What follows belongs to an exercise in optimizing a design on an open flow for small area; a production flow would make more cautious choices.
Function was checked by simulation only, so behaviour that the tests miss may differ from the original.
No activity file was given, so power comes from the tool's default toggle rates.

## run a
==> flow/design.v (excerpt) <==
module pcie_app
#(
  parameter int NUM_REGS = 16
)
(
  input  logic                   pcie_core_clk_i,
  input  logic                   rst_n_i,
  input  logic                   s_axis_tx_tready_i,
  output logic [DATA_W-1:0]      s_axis_tx_tdata_o,
  output logic [KEEP_W-1:0]      s_axis_tx_tkeep_o,
  output logic                   s_axis_tx_tlast_o,
  output logic                   s_axis_tx_tvalid_o,
  input  logic [DATA_W-1:0]      m_axis_rx_tdata_i,
  input  logic                   m_axis_rx_tlast_i,
  input  logic                   m_axis_rx_tvalid_i,
  output logic                   m_axis_rx_tready_o,
  input  logic [7:0]             cfg_bus_number_i,
  input  logic [4:0]             cfg_device_number_i,
  input  logic [2:0]             cfg_function_number_i,
  output logic [31:0]            user_data_o,
  output logic [USER_ADDR_W-1:0] user_addr_o,
  output logic                   user_wr_req_o,
  input  logic [31:0]            user_data_i,
  input  logic                   user_rd_ack_i,
  output logic                   user_rd_req_o
);
  function automatic int bits_for(input int n);
    bits_for = 1;
    while ((1 << bits_for) < n)
      bits_for++;
  endfunction
  localparam int NR = NUM_REGS - 1;         
  localparam int PW = bits_for(NUM_REGS);   
  localparam logic [2:0] ST_CLR  = 3'd0;   
  localparam logic [2:0] ST_IDLE = 3'd1;   
  localparam logic [2:0] ST_DISC = 3'd2;   
  localparam logic [2:0] ST_WR   = 3'd3;   
  localparam logic [2:0] ST_RD   = 3'd4;   
  localparam logic [2:0] ST_CPL0 = 3'd5;   
  ...
Size in the first run: ~910 cells after synthesis, ~550 flip-flops, roughly 240 I/O pins, ~14000 um2 of cells after synthesis.
==> module pcie_app, before the edit <==
module pcie_app
#(
  parameter int NUM_REGS = 16
)
(
  input  logic                   pcie_core_clk_i,
  input  logic                   rst_n_i,
  input  logic                   s_axis_tx_tready_i,
  output logic [DATA_W-1:0]      s_axis_tx_tdata_o,
  output logic [KEEP_W-1:0]      s_axis_tx_tkeep_o,
  output logic                   s_axis_tx_tlast_o,
  output logic                   s_axis_tx_tvalid_o,
  input  logic [DATA_W-1:0]      m_axis_rx_tdata_i,
  input  logic                   m_axis_rx_tlast_i,
  input  logic                   m_axis_rx_tvalid_i,
  output logic                   m_axis_rx_tready_o,
  input  logic [7:0]             cfg_bus_number_i,
  input  logic [4:0]             cfg_device_number_i,
  input  logic [2:0]             cfg_function_number_i,
  output logic [31:0]            user_data_o,
  output logic [USER_ADDR_W-1:0] user_addr_o,
  output logic                   user_wr_req_o,
  input  logic [31:0]            user_data_i,
  input  logic                   user_rd_ack_i,
  output logic                   user_rd_req_o
);
  function automatic int bits_for(input int n);
    bits_for = 1;
    while ((1 << bits_for) < n)
      bits_for++;
  endfunction
  localparam int NR = NUM_REGS - 1;         
  localparam int PW = bits_for(NUM_REGS);   
  localparam logic [2:0] ST_CLR  = 3'd0;   
  localparam logic [2:0] ST_IDLE = 3'd1;   
  localparam logic [2:0] ST_DISC = 3'd2;   
  localparam logic [2:0] ST_WR   = 3'd3;   
  localparam logic [2:0] ST_RD   = 3'd4;   
  localparam logic [2:0] ST_CPL0 = 3'd5;   
  localparam logic [2:0] ST_RDW  = 3'd6;   
  localparam logic [2:0] ST_CPL1 = 3'd7;   
  function automatic logic [31:0] dw_swap(input logic [31:0] dw);
    dw_swap = {dw[7:0], dw[15:8], dw[23:16], dw[31:24]};
  endfunction
  logic [2:0]       st_q;
  logic [PW-1:0]    pos_q;
  logic [PW-1:0]    pos_nxt;
  logic             pos_last;   
  logic [NR*32-1:0] ring_q;
  logic [31:0]      ring_out;
  logic [31:0]      ring_in;
  logic [31:0]      val_q;      
  logic [31:0]      val_src;
  logic [2:0]       tc_q;
  logic [1:0]       attr_q;
  logic [15:0]      rid_q;
  logic [7:0]       tag_q;
  logic [63:0] d;
  logic [9:0]  a;
  logic        vld;
  logic        a_user;
  logic        a_reg;
  logic        a_here;
  logic        hdr_ok;
  logic        wr_now;
  assign d      = m_axis_rx_tdata_i;
  assign a      = d[11:2];
  assign vld    = m_axis_rx_tvalid_i;
  assign a_user = a[9];
  assign a_reg  = !a[9] && (a != 10'd0) && (a < 10'(NUM_REGS));
  assign a_here = (a[PW-1:0] == pos_q);
  assign hdr_ok = ((d[31:24] == FMT_TYPE_MRD32) || (d[31:24] == FMT_TYPE_MWR32)) &&
                  (d[9:0] == 10'd1);
  assign ring_out = ring_q[NR*32-1 -: 32];
  assign wr_now   = (st_q == ST_WR) && vld && a_reg && a_here;
  assign ring_in = (st_q == ST_CLR) ? '0 : wr_now ? dw_swap(d[63:32]) : ring_out;
  generate
    if (NR > 1)
    begin : g_ring
      always_ff @(posedge pcie_core_clk_i)
        ring_q <= {ring_q[NR*32-33:0], ring_in};
    end
    else
    begin : g_word
      always_ff @(posedge pcie_core_clk_i)
        ring_q <= ring_in;
    end
  endgenerate
  generate
    if (NUM_REGS == 16)
    begin : g_lfsr
      assign pos_nxt  = {pos_q[2:0], pos_q[3] ^ pos_q[2]};
      assign pos_last = (pos_q == 4'b1000);
    end
    else
    begin : g_count
      assign pos_nxt  = (pos_q == PW'(NR)) ? PW'(1) : pos_q + PW'(1);
      assign pos_last = (pos_q == PW'(NR));
    end
  endgenerate
  always_ff @(posedge pcie_core_clk_i or negedge rst_n_i)
  begin
    if (!rst_n_i)
    begin
      st_q  <= ST_CLR;
      pos_q <= PW'(1);
    end
    else
    begin
      pos_q <= pos_nxt;
      case (st_q)
        ST_CLR:
          if (pos_last)
            st_q <= ST_IDLE;
        ST_IDLE:
          if (vld && !m_axis_rx_tlast_i)
            st_q <= !hdr_ok ? ST_DISC : d[30] ? ST_WR : ST_RD;
        ST_DISC:
          if (vld && m_axis_rx_tlast_i)
            st_q <= ST_IDLE;
        ST_WR:
          if (vld && (!a_reg || a_here))
            st_q <= ST_IDLE;
        ST_RD:
          if (vld)
            st_q <= ST_CPL0;
        ST_CPL0:
          if (s_axis_tx_tready_i)
            st_q <= ST_RDW;
        ST_RDW:
          if (a_user ? user_rd_ack_i : (!a_reg || a_here))
            st_q <= ST_CPL1;
        ST_CPL1:
          if (s_axis_tx_tready_i)
            st_q <= ST_IDLE;
        default:
          st_q <= ST_IDLE;
      endcase
    end
  end
  assign val_src = (st_q == ST_IDLE) ?
                     {cfg_bus_number_i, cfg_device_number_i, cfg_function_number_i, 16'h0004} :
                   a_user          ? dw_swap(user_data_i) :
                   a_reg           ? dw_swap(ring_out) :
                   (a == 10'd0)    ? dw_swap(DESIGN_ID) : '0;
  always_ff @(posedge pcie_core_clk_i)
  begin
    if (st_q == ST_IDLE)
    begin
      tc_q   <= d[22:20];
      attr_q <= d[13:12];
      rid_q  <= d[63:48];
      tag_q  <= d[47:40];
    end
    if ((st_q == ST_IDLE) || (st_q == ST_RDW))
      val_q <= val_src;
  end
  assign m_axis_rx_tready_o = (st_q == ST_IDLE) || (st_q == ST_DISC) ||
                              ((st_q == ST_WR) && (!a_reg || a_here)) ||
                              ((st_q == ST_CPL1) && s_axis_tx_tready_i);
  assign user_wr_req_o = (st_q == ST_WR) && vld && a_user;
  assign user_rd_req_o = (st_q == ST_RDW) && a_user;
  assign user_addr_o   = a[USER_ADDR_W-1:0];
  assign user_data_o   = dw_swap(d[63:32]);
  assign s_axis_tx_tvalid_o = (st_q == ST_CPL0) || (st_q == ST_CPL1);
  assign s_axis_tx_tlast_o  = (st_q == ST_CPL1);
  assign s_axis_tx_tkeep_o  = '1;
  assign s_axis_tx_tdata_o  = (st_q == ST_CPL1) ?
    {val_q, rid_q, tag_q, 1'b0, a[4:0], 2'b00} :
    {val_q, FMT_TYPE_CPLD, 1'b0, tc_q, 4'b0000, 2'b00, attr_q, 2'b00, 10'd1};
endmodule
clock: 4.0 ns
lec_check: 0
cap_margin: 20
core_margin: 2
core_utilization: 60
slew_margin: 20
standard.sh (not shown) runs the stock make flow with config.mk's settings and CLKGATE_MAP_FILE= SYNTH_SCRIPT=/design/flow/synth_recipe.tcl, a recipe that flattens the netlist after the stock synthesis.
==> flow/flow/run.sh <==
#!/bin/bash
# Standard ORFS layout with smaller port buffers and a leaner clock tree.
set -euo pipefail
export BUFFER_PORTS_ARGS="-buffer_cell sky130_fd_sc_hd__buf_1"
export CTS_ARGS="-sink_clustering_enable -repair_clock_nets -dont_use_dummy_load -buf_list sky130_fd_sc_hd__clkbuf_8 -sink_clustering_size 20 -sink_clustering_max_diameter 60"
bash standard.sh > standard.log 2>&1
Input changes introduced in run b (baseline for comparison: run a):
--- a/flow/design.v
+++ b/flow/design.v
@@ -97,6 +97,11 @@
   logic        a_here;
   logic        hdr_ok;
   logic        wr_now;
+  logic        ring_keep;
+  logic        sel_cfg;
+  logic        sel_usr;
+  logic        sel_reg;
+  logic        sel_id;
   assign d      = m_axis_rx_tdata_i;
   assign a      = d[11:2];
   assign vld    = m_axis_rx_tvalid_i;
@@ -107,7 +112,8 @@
                   (d[9:0] == 10'd1);
   assign ring_out = ring_q[NR*32-1 -: 32];
   assign wr_now   = (st_q == ST_WR) && vld && a_reg && a_here;
-  assign ring_in = (st_q == ST_CLR) ? '0 : wr_now ? dw_swap(d[63:32]) : ring_out;
+  assign ring_keep = (st_q != ST_CLR) && !wr_now;
+  assign ring_in   = ({32{wr_now}} & dw_swap(d[63:32])) | ({32{ring_keep}} & ring_out);
   generate
     if (NR > 1)
     begin : g_ring
@@ -172,11 +178,15 @@
       endcase
     end
   end
-  assign val_src = (st_q == ST_IDLE) ?
-                     {cfg_bus_number_i, cfg_device_number_i, cfg_function_number_i, 16'h0004} :
-                   a_user          ? dw_swap(user_data_i) :
-                   a_reg           ? dw_swap(ring_out) :
-                   (a == 10'd0)    ? dw_swap(DESIGN_ID) : '0;
+  assign sel_cfg = (st_q == ST_IDLE);
+  assign sel_usr = !sel_cfg && a_user;
+  assign sel_reg = !sel_cfg && a_reg;
+  assign sel_id  = !sel_cfg && (a == 10'd0);
+  assign val_src = ({32{sel_cfg}} & {cfg_bus_number_i, cfg_device_number_i, cfg_function_number_i,
+                                     16'h0004}) |
+                   ({32{sel_usr}} & dw_swap(user_data_i)) |
+                   ({32{sel_reg}} & dw_swap(ring_out)) |
+                   ({32{sel_id}}  & dw_swap(DESIGN_ID));
   always_ff @(posedge pcie_core_clk_i)
   begin
     if (st_q == ST_IDLE)
## What came out
Run b | stages: all done | timing, DRC, antenna: all pass. Compared with run a, in run b final area fell by about 1.4%, cell row count down 1, mux contribution to synthesized area flat, largest vdd supply drop lost 8.6%. Compared with run a, in run b power per standard cell area shows an increase of 5.5%, setup slack shows an increase of 400 ps, number of buffers on the longest clock path shows no meaningful change. Delta (run b minus run a): number of standard cells in the layout, taps in and fillers out now sits lower, synthesized area lower, combinational fraction of design power climbed 2.3 points, met2 track utilization from global routing went up. In run b the final-layout non-clock buffer area share turned out 0.24 points lower than in run a.

[static timing again, ports no longer ideal]
No port has a modelled driver above. Below, the same layouts with a new extraction and two added sets of constraints. Step 1 (the two cells are an assumption about what drives the block):
set clk [get_ports {pcie_core_clk_i}]
set_driving_cell -lib_cell sky130_fd_sc_hd__clkbuf_16 $clk
set_driving_cell -lib_cell sky130_fd_sc_hd__buf_2 [delete_from_list [all_inputs] $clk]
Step 2 also shifts input and output timing later by t, the mid clock arrival at the registers, as if the neighbouring blocks saw the same clock. Slacks: ideal / step 1 / step 2; pairs: ideal / step 1.
run | shift t [ns] | setup slack, ns | worst setup path at the end | pins driven straight from the clock port
run a | 0.631 | 0.393 / 0.351 / 0.737 | input to output | 1
run b | 0.630 | 0.792 / 0.772 / 0.772 | input to output | 1
After both steps every run listed still meets setup and hold. For run b, which loses most, drivers alone change the setup slack by -0.020 ns; drivers and shift together by -0.020 ns.
